Context: an optimization exercise on an open-source flow, tuned for small area, a short achievable clock period and few clock cycles per item. The choices shown serve that exercise and are no tape-out recipe. The RTL was checked by simulation tests, not by an equivalence proof against the original design.

==> 08-21 <==
## poly1305_reduce
module poly1305_reduce
(
  input  logic           clk,
  input  logic           rst,
  input  logic           start,
  input  logic [P_W-1:0] P,
  output logic [H_W-1:0] H,
  output logic           ready,
  output logic           busy
);
==> flow/config.mk <==
export PLATFORM = sky130hd
export DESIGN_NAME = poly1305_reduce
export DESIGN_NICKNAME = poly1305_reduce
export VERILOG_FILES = /design/flow/design.v
export SDC_FILE = /design/flow/constraint.sdc
export NUM_CORES = 4
export LEC_CHECK = 0
export CAP_MARGIN = 20
export CORE_MARGIN = 2
export CORE_UTILIZATION = 40
export SETUP_SLACK_MARGIN = 2.5
export SLEW_MARGIN = 20
==> flow/constraint.sdc <==
create_clock -name core_clock -period 6.0 [get_ports {clk}]
set_input_delay 1.2000 -clock core_clock [delete_from_list [all_inputs] [get_ports {clk}]]
set_output_delay 1.2000 -clock core_clock [all_outputs]
set_load 0.01 [all_outputs]
standard.sh (not shown) runs the stock make flow with config.mk's settings and CLKGATE_MAP_FILE= SYNTH_SCRIPT=/design/flow/synth_recipe.tcl, a recipe that flattens the netlist after the stock synthesis.
==> flow/flow/run.sh <==
#!/bin/bash
# Layout flow: the standard layout (standard.sh: ORFS with the standard flow's synthesis, config and
# constraints), except that the port buffers buffer_ports inserts are buf_1 cells instead of
# the cell it picks by default (clkdlybuf4s50_1, a slow delay cell). Every port still gets
# its buffer. The full output of the run is kept in standard_flow.log in this folder; ORFS
# keeps each step's own log under orfs/logs/.
set -euo pipefail
bash standard.sh "BUFFER_PORTS_ARGS=-buffer_cell sky130_fd_sc_hd__buf_1" finish > standard_flow.log 2>&1
==> inputs of 03-08, as changes to 08-21 <==
--- a/flow/design.v
+++ b/flow/design.v
@@ -53,10 +53,20 @@
   logic [NB-1:0] bgr;
   logic [NB-1:0] bpr;
   logic [NB-1:0] kb2;
   logic          cprer;
   logic [4:0]    lr;
+  logic [4:0]    lr1;
+  logic          kk2;
+  logic          e1s;
+  logic          e1n;
+  logic          e2n;
+  logic          e1r;
+  logic          e2r;
+  logic [4:0]    l5;
+  logic [4:0]    l10;
+  logic [4:0]    hl2;
   logic [NB-1:0] tpre;
   logic [NB-1:0] ppre;
   logic          kk;
   logic          proot;
   logic          kl;
@@ -1797,10 +1807,12 @@
     lr    <= l_next[4:0];
     cprer <= l_next[5];
     kbr   <= kb;
     bgr   <= bg;
     bpr   <= bp;
+    e1r   <= e1n;
+    e2r   <= e2n;
   end
   assign kb2    = kbr;
   assign tpre2  = tpre;
   assign ppre2  = ppre;
   assign late2  = late;
@@ -1880,15 +1892,21 @@
   assign tpre[0] = cprer;
   assign ppre[0] = 1'b1;
   assign kk = kl | ch_g3_8 | (ch_p3_8 & cprer);
   assign proot = ch_p3_8;
   assign kl    = kbr[NB-1];
-  assign e1    = (lr >= 5'd27);
-  assign e2    = (lr >= 5'd22);
+  assign e1n   = (l_next[4:0] >= 5'd27);
+  assign e2n   = (l_next[4:0] >= 5'd22);
+  assign e1    = e1r;
+  assign e2    = e2r;
   assign late  = kk & e1;
   assign c     = proot & ~cprer & (kl ? e2 : e1);
-  assign hl    = lr + ((c & kl) ? 5'd10 : (c | kk) ? 5'd5 : 5'd0);
+  assign l5    = lr + 5'd5;
+  assign l10   = lr + 5'd10;
+  assign hl    = (c & kl) ? l10 : (c | kk) ? l5 : lr;
+  assign e1s   = (lr >= 5'd27);
+  assign hl2   = (c2 & kb2[NB-1]) ? l10 : (c2 | kk2) ? l5 : lr;
   assign t[0] = tpre2[0] | (ppre2[0] & late2);
   logic i0_a0_1;
   assign i0_a0_1 = s0[6] & s0[5];
   logic i0_a0_3;
   assign i0_a0_3 = s0[8] & s0[7];
- ABC_AREA: not set -> 1
==> inputs of 11-26, as changes to 08-21 <==
--- a/flow/design.v
+++ b/flow/design.v
@@ -1790,24 +1790,24 @@
   assign bp[7] = kb[6] ? ((&sum1[127:113]) & ~sum1[112]) : ap[7];
   assign bg[8] = kb[7] & ap[8];
   assign bp[8] = kb[7] ? (sum1[129] & ~sum1[128]) : ap[8];
   assign qt     = {1'b0, u[130]} + {1'b0, v[130]};
   assign l_next = {1'b0, sum1[4:0]} + {2'b00, qt, 2'b00} + {4'b0000, qt};
+  assign kbr   = kb;
+  assign bgr   = bg;
+  assign bpr   = bp;
+  assign cprer = l_next[5];
+  assign lr    = l_next[4:0];
   always_ff @(posedge clk) begin
-    s0    <= sum1[129:5];
-    lr    <= l_next[4:0];
-    cprer <= l_next[5];
-    kbr   <= kb;
-    bgr   <= bg;
-    bpr   <= bp;
+    s0     <= sum1[129:5];
+    tpre2  <= tpre;
+    ppre2  <= ppre;
+    late2  <= late;
+    c2     <= c;
+    H[4:0] <= hl;
+    kb2    <= kb;
   end
-  assign kb2    = kbr;
-  assign tpre2  = tpre;
-  assign ppre2  = ppre;
-  assign late2  = late;
-  assign c2     = c;
-  assign H[4:0] = hl;
   always_ff @(posedge clk or posedge rst) begin
     if (rst) ready <= 1'b0;
     else     ready <= start;
   end
   assign busy = 1'b0;
==> impl_metrics.toml <==
[timing]
worstMarginPinSlew_ps = 659

[yosys]
synth_most_common_cell = "nor2_1"
yosys_warnings = 126
netlist-cell-type-count = 89

[status]
status = "timing/DRC/antenna clean"

[setup_path]
cp-end-kind = "flop"

[finish]
multiInputGateArea_mm2 = 0.0128
n_fill_cell = 3308
multi_input_area_share_pct = 57.7

[floorplan]
tap_cells = 511

[clocking]
cts_sinks = 158
-- figures above: 11-26

==> impl_metrics.toml <==
[status]
status = "timing/DRC/antenna clean"

[yosys]
yosys_warnings = 1
synth_seq_cells = 158
synth_most_common_cell = "inv_1"
netlist_area_mm2 = 0.0146

[finish]
multiInputGateArea_mm2 = 0.0122
n_all_inverters = 181
multi_input_area_share_pct = 58.4

[timing]
post-route-period-util_pct = 82.7
worstMarginPinSlew_ps = 625

[floorplan]
tap_cells = 461
die_height_um = 195

[clocking]
cts_sinks = 158

[grt]
grt_pass1_wl_um = 64700
first_global_vias = 13088

[setup_path]
cp-end-kind = "output pin"
-- figures above: 08-21

==> impl_metrics.toml <==
[finish]
post_route_cells_drive_above_1_share_pct = 23.9
multi_input_area_share_pct = 59.0
multiInputGateArea_mm2 = 0.0127
n_fill_cell = 3886

[power_and_ir_drop]
p_seq_mw = 1.88

[timing]
worstMarginPinSlew_ps = 737
rsz0062_at_grt = "yes"

[floorplan]
tap_cells = 532
die-area_mm2 = 0.0425

[yosys]
ys.flop_type = "dfxtp_1"
yosys_warnings = 1
synthTopCellsByArea = "fa_1 (21%), dfxtp_1 (19%), ha_1 (11%)"
synth_most_common_cell = "nand2_1"

[status]
status = "timing/DRC/antenna clean"

[setup_path]
cp-end-kind = "output pin"
crit_top_cell = "nor2_4"

[clocking]
cts_sinks = 160
-- figures above: 03-08

Testbench counts of 08-21, summed over its fixed seeds: cycles 1,600, items 1,600.
Testbench counts of 03-08, summed over its fixed seeds: cycles 1,600, items 1,600.
Testbench counts of 11-26, summed over its fixed seeds: cycles 1,600, items 1,600.

==> what the ideal ports hide <==
No port has a modelled driver above. Below, the same layouts with a new extraction and two added sets of constraints. Step 1 sets driving cells, clkbuf_16 on the clock port and buf_2 on the other inputs (assumed; they add their load-dependent delay and slew). Step 2 adds t to the input delays and takes it off the output delays; t is the mean of the earliest and latest rising clock arrival at the registers after step 1. Input paths then give back, and output paths get back, about the clock's delay inside the block. Slacks: no drivers / after step 1 / after step 2; pairs: no drivers / after step 1.
| run | shift t [ns] | setup WS [ns] | hold WS [ns] | worst register clock-pin slew, ns |
|---|---|---|---|---|
| 08-21 | 0.474 | 1.038 / 0.985 / 1.182 | 0.593 / 0.567 / 1.040 | 0.07 / 0.07 |
| 03-08 | 0.466 | 1.428 / 1.373 / 1.839 | 0.569 / 0.535 / 1.001 | 0.08 / 0.08 |
| 11-26 | 0.479 | 0.098 / 0.116 / -0.363 | 0.561 / 0.533 / 1.012 | 0.07 / 0.07 |
Met with ideal ports but missed after step 2: setup timing in 11-26. For 11-26, which loses most, drivers alone change the setup slack by +0.018 ns; drivers and shift together by -0.461 ns.
